Context: an optimization exercise on an open-source flow, tuned for small area. The choices shown serve that exercise and are no tape-out recipe.
Function was checked by simulation only, so behaviour that the tests miss may differ from the original.
Power and IR drop assume default switching activity.

## the baseline
==> flow/design.v <==
`timescale 1ns/1ps
package game_pkg;
    localparam int ring_slots = 96;    
    localparam int word_bits  = 6;
endpackage
`timescale 1ns/1ps
`timescale 1ns/1ps
`timescale 1ns/1ps
`timescale 1ns/1ps
`timescale 1ns/1ps
module game_top (
    input  logic        clock,
    input  logic        reset,
    input  logic        keyboard_ready,
    input  logic [2:0]  keyboard_data,
    output logic        key_read_fin,
    input  logic        psel,
    input  logic        penable,
    input  logic        pwrite,
    input  logic [11:0] paddr,
    input  logic [31:0] pwdata,
    output logic [31:0] prdata,
    output logic        pready,
    output logic        pslverr
);
    localparam int N  = game_pkg::ring_slots;
    localparam int WB = game_pkg::word_bits;
    localparam logic [2:0] S_IDLE  = 3'd0;
    localparam logic [2:0] S_SPACE = 3'd1;    
    localparam logic [2:0] S_RTGT  = 3'd2;    
    localparam logic [2:0] S_WSRC  = 3'd3;    
    localparam logic [2:0] S_WTGT  = 3'd4;    
    logic [N*WB-1:0] ring;           
    logic [WB-1:0]   head_word;
    logic [WB-1:0]   back_word;      
    logic [3:0]      hh, hv;         
    logic [6:0]      head_idx;
    logic            filling;
    assign head_word = ring[WB-1:0];
    assign head_idx  = {hv, 3'b000} + {2'b00, hv, 1'b0} + {3'b000, hh};
    always_ff @(posedge clock) begin
        ring <= {back_word, ring[N*WB-1:WB]};
    end
    always_ff @(posedge clock) begin
        if (reset) begin
            hh      <= 4'd0;
            hv      <= 4'd0;
            filling <= 1'b1;
        end else begin
            if (hv == 4'd4 && hh == 4'd9) begin    
                hh <= 4'd4;
                hv <= 4'd5;
            end else if (hh == 4'd9) begin
                hh <= 4'd0;
                hv <= (hv == 4'd9) ? 4'd0 : hv + 4'd1;
                if (hv == 4'd9) filling <= 1'b0;
            end else begin
                hh <= hh + 4'd1;
            end
        end
    end
    logic [6:0] b_t [4];             
    logic       tgt_e;               
    logic       head_ptr;
    logic [1:0] head_ent;
    logic [6:0] head_t;
    logic       nz;                  
    assign head_ptr = (head_word[4:1] == 4'b1111);
    assign head_ent = {head_word[5], head_word[0]};
    assign head_t   = head_ptr ? b_t[head_ent] : {2'b00, head_word[4:0]};
    assign nz       = (head_word[4:0] != 5'd0);
    logic [2:0] state;
    logic [3:0] cur_h, cur_v;
    logic       mv;              
    logic       half;            
    logic       player;          
    logic [1:0] dir;             
    logic [6:0] mv_t;            
    logic       accept;
    logic [1:0] dsel;
    logic [3:0] tgt_h, tgt_v;
    logic       on_board;
    logic       at_src, at_tgt;
    logic [6:0] moved;
    logic [6:0] kept;
    logic       big_kept, big_moved;
    assign accept = (state == S_IDLE) && !filling && keyboard_ready && !key_read_fin;
    assign dsel   = (state == S_IDLE) ? keyboard_data[1:0] : dir;
    assign tgt_h = cur_h + ((dsel == 2'd1) ? 4'hf : {3'b000, dsel == 2'd3});
    assign tgt_v = cur_v + ((dsel == 2'd0) ? 4'hf : {3'b000, dsel == 2'd2});
    always_comb begin
        case (dsel)
            2'd0:    on_board = (cur_v != 4'd0);
            2'd1:    on_board = (cur_h != 4'd0);
            2'd2:    on_board = (cur_v != 4'd9);
            default: on_board = (cur_h != 4'd9);
        endcase
    end
    assign at_src = (hh == cur_h) && (hv == cur_v);
    assign at_tgt = (hh == tgt_h) && (hv == tgt_v);
    assign moved  = half ? {1'b0, mv_t[6:1]} : mv_t - 7'd1;                    
    assign kept   = half ? {1'b0, head_t[6:1]} + {6'd0, head_t[0]} : 7'd1;    
    assign big_kept  = (kept >= 7'd30);
    assign big_moved = (moved >= 7'd30);
    always_comb begin
        back_word = head_word;
        if (filling) begin
            if (hh == 4'd2 && hv == 4'd3)      back_word = {1'b0, 5'd30};    
            else if (hh == 4'd8 && hv == 4'd7) back_word = {1'b1, 5'd30};    
            else                               back_word = '0;
        end else if (state == S_WSRC && at_src) begin
            if (!big_kept) back_word = {player, kept[4:0]};    
        end else if (state == S_WTGT && at_tgt) begin
            back_word = big_moved ? {player, 4'b1111, tgt_e} : {player, moved[4:0]};
        end
    end
    always_ff @(posedge clock) begin
        if (reset) begin
            b_t[0] <= 7'h57;
            b_t[2] <= 7'h59;
        end else if (state == S_WSRC && at_src) begin
            tgt_e <= head_word[0] ^ big_kept;
            if (big_kept) b_t[head_ent] <= kept;
        end else if (state == S_WTGT && at_tgt && big_moved) begin
            b_t[{player, tgt_e}] <= moved;
        end
    end
    always_ff @(posedge clock) begin
        if (reset) begin
            state        <= S_IDLE;
            key_read_fin <= 1'b0;
            cur_h        <= 4'd0;
            cur_v        <= 4'd0;
            mv           <= 1'b0;
            half         <= 1'b0;
            player       <= 1'b0;
        end else begin
            key_read_fin <= accept;
            case (state)
                S_IDLE: begin
                    dir <= keyboard_data[1:0];
                    if (accept) begin
                        if (!keyboard_data[2]) begin
                            if (on_board) begin
                                if (!mv) begin
                                    cur_h <= tgt_h;
                                    cur_v <= tgt_v;
                                end else if (!(tgt_v == 4'd5 && tgt_h <= 4'd3)) begin
                                    state <= S_RTGT;    
                                end
                            end
                        end else if (keyboard_data[1:0] == 2'd0) begin    
                            if (mv) begin
                                mv   <= 1'b0;
                                half <= 1'b0;
                            end else if (!(cur_v == 4'd5 && cur_h <= 4'd3)) begin
                                state <= S_SPACE;    
                            end
                        end else if (keyboard_data[1:0] == 2'd1) begin    
                            if (mv) half <= !half;
                        end
                    end
                end
                S_SPACE: begin
                    if (at_src) begin
                        if (head_word[4:1] != 4'd0 && head_word[5] == player) begin    
                            mv   <= 1'b1;
                            half <= 1'b0;
                        end
                        state <= S_IDLE;
                    end
                end
                S_RTGT: begin
                    if (at_tgt) state <= nz ? S_IDLE : S_WSRC;
                end
                S_WSRC: begin
                    if (at_src) begin
                        mv_t  <= head_t;
                        state <= S_WTGT;
                    end
                end
                default: begin    
                    if (at_tgt) begin
                        state  <= S_IDLE;
                        player <= !player;
                        mv     <= 1'b0;
                        half   <= 1'b0;
                        cur_h  <= player ? 4'd2 : 4'd8;
                        cur_v  <= player ? 4'd3 : 4'd7;
                    end
                end
            endcase
        end
    end
    logic access;
    logic cell_rd, status_rd, err;
    logic mount, city, crown;
    assign access    = psel && penable;
    assign cell_rd   = !pwrite && (paddr < 12'd100);
    assign status_rd = !pwrite && (paddr == 12'h100);
    assign err       = !cell_rd && !status_rd;
    assign mount     = (paddr[6:0] >= 7'd50) && (paddr[6:0] <= 7'd53);
    assign crown     = (paddr[6:0] == 7'd32) || (paddr[6:0] == 7'd78);
    assign city      = (paddr[6:0] == 7'd26) || (paddr[6:0] == 7'd84);
    assign pready  = access && (!cell_rd || (!filling && (mount || paddr[6:0] == head_idx)));
    assign pslverr = access && err;
    always_comb begin
        prdata = '0;
        if (paddr[8]) begin
            prdata[3:0]   = cur_h;
            prdata[7:4]   = cur_v;
            prdata[9:8]   = {mv, half};
            prdata[12:10] = {1'b0, player, !player};
            prdata[16]    = (state == S_IDLE);
        end else begin
            prdata[13:11] = {1'b0, nz && !mount && head_word[5], nz && !mount && !head_word[5]};
            prdata[10:9]  = mount ? 2'd1 : crown ? 2'd2 : city ? 2'd3 : 2'd0;
            prdata[6:0]   = mount ? 7'd0 : (!nz && city) ? 7'h43 : head_t;
        end
    end
endmodule
clock: 10.0 ns
lec_check: 0
abc_area: 1
cap_margin: 20
core_margin: 2
core_utilization: 65
slew_margin: 20
standard.sh (not shown) runs the stock make flow with config.mk's settings and CLKGATE_MAP_FILE= SYNTH_SCRIPT=/design/flow/synth_recipe.tcl, a recipe that flattens the netlist after the stock synthesis.
==> flow/flow/run.sh <==
#!/bin/bash
# The standard layout with three changes that only affect how the cells are chosen:
#  - synthesis maps the logic with an area-only ABC script (flow/abc_area.script) and
#    leaves adders to ABC instead of the adder cell map; registers, their names and
#    cell types are those of the standard synthesis;
#  - the clock tree uses large clusters of clkbuf_16 and no dummy loads;
#  - the port buffers are buf_1.
# Each tool's output goes to standard.log (make) in this folder.
set -euo pipefail
W=$PWD
{
  echo "if {[info exists ::env(ADDER_MAP_FILE)]} { unset ::env(ADDER_MAP_FILE) }"
  echo "proc abc {args} {"
  echo "  set i [lsearch -exact \$args -script]"
  echo "  set args [lreplace \$args \$i [expr {\$i + 1}] -script $W/flow/abc_area.script]"
  echo "  yosys abc {*}\$args"
  echo "}"
  cat synth_recipe.tcl
} > area_synth.tcl
sed "s|SYNTH_SCRIPT=[^ ]*|SYNTH_SCRIPT=$W/area_synth.tcl|" standard.sh > area_standard.sh
export CTS_ARGS="-sink_clustering_enable -repair_clock_nets -buf_list sky130_fd_sc_hd__clkbuf_4 -root_buf sky130_fd_sc_hd__clkbuf_8 -sink_clustering_buffer sky130_fd_sc_hd__clkbuf_4 -sink_clustering_size 13 -sink_clustering_max_diameter 40 -dont_use_dummy_load"
export BUFFER_PORTS_ARGS="-buffer_cell sky130_fd_sc_hd__buf_1"
bash area_standard.sh > standard.log 2>&1
==> flow/flow/abc_area.script <==
strash
&get -n
&deepsyn -T 40
&put
dch
map -a
mfs2
strash
&get -n
&deepsyn -T 40
&put
dch
map -a
mfs2
strash
dch
map -a
topo
Changes in the candidate relative to the baseline:
diff --git a/flow/design.v b/flow/design.v
--- a/flow/design.v
+++ b/flow/design.v
@@ -60,6 +60,6 @@
         end
     end
-    logic [6:0] b_t [4];             
-    logic       tgt_e;               
+    logic [3:0] b_val;               
+    logic [6:0] b_t [4];
     logic       head_ptr;
     logic [1:0] head_ent;
@@ -112,16 +112,19 @@
             if (!big_kept) back_word = {player, kept[4:0]};    
         end else if (state == S_WTGT && at_tgt) begin
-            back_word = big_moved ? {player, 4'b1111, tgt_e} : {player, moved[4:0]};
+            back_word = big_moved ? {player, 4'b1111, b_val[{player, 1'b0}]}
+                                  : {player, moved[4:0]};
         end
     end
     always_ff @(posedge clock) begin
         if (reset) begin
+            b_val  <= 4'b0101;
             b_t[0] <= 7'h57;
             b_t[2] <= 7'h59;
-        end else if (state == S_WSRC && at_src) begin
-            tgt_e <= head_word[0] ^ big_kept;
+        end else if (state == S_WSRC && at_src && head_ptr) begin
             if (big_kept) b_t[head_ent] <= kept;
+            else          b_val[head_ent] <= 1'b0;
         end else if (state == S_WTGT && at_tgt && big_moved) begin
-            b_t[{player, tgt_e}] <= moved;
+            b_val[{player, b_val[{player, 1'b0}]}] <= 1'b1;
+            b_t[{player, b_val[{player, 1'b0}]}]   <= moved;
         end
     end
[summary]
The baseline → the candidate: non-clock buffer count rose 2; horizontal die dimension rose 0.33%; initial cell density of the core fell 0.92 points. The number of buffer and inverter stages on the critical path of the candidate exceeds that of the baseline by 3. Post-placement setup slack sits higher in the candidate than in the baseline. Compared the candidate against the baseline; synthesis-stage register bit count within noise. Between the baseline and the candidate, the global-route total usage across every layer is higher for the candidate. | overall power consumption | the candidate vs the baseline | 5.4% higher |.

-- port drivers added, routing unchanged --
The results above use ideal ports. As a check the final layouts listed here were re-extracted and re-timed, cells and wires unchanged. Step 1 sets driving cells, clkbuf_16 on the clock port and buf_2 on the other inputs (assumed; they add their load-dependent delay and slew). Step 2 adds t to the input delays and takes it off the output delays; t is the mean of the earliest and latest rising clock arrival at the registers after step 1. Input paths then give back, and output paths get back, about the clock's delay inside the block. a / b / c = ideal ports / drivers / drivers and shift; a / b = the first two.
run	t (ns)	setup slack, ns	worst setup path at the end	clock arrival spread, ns	slew at the worst register clock pin (ns)
the baseline	0.575	3.904 / 3.918 / 3.343	input to register	0.082 / 0.083	0.12 / 0.12
the candidate	0.587	4.045 / 4.054 / 3.477	input to register	0.079 / 0.079	0.13 / 0.13
After both steps every run listed still meets setup and hold. For the candidate, which loses most, drivers alone change the setup slack by +0.009 ns; drivers and shift together by -0.568 ns.
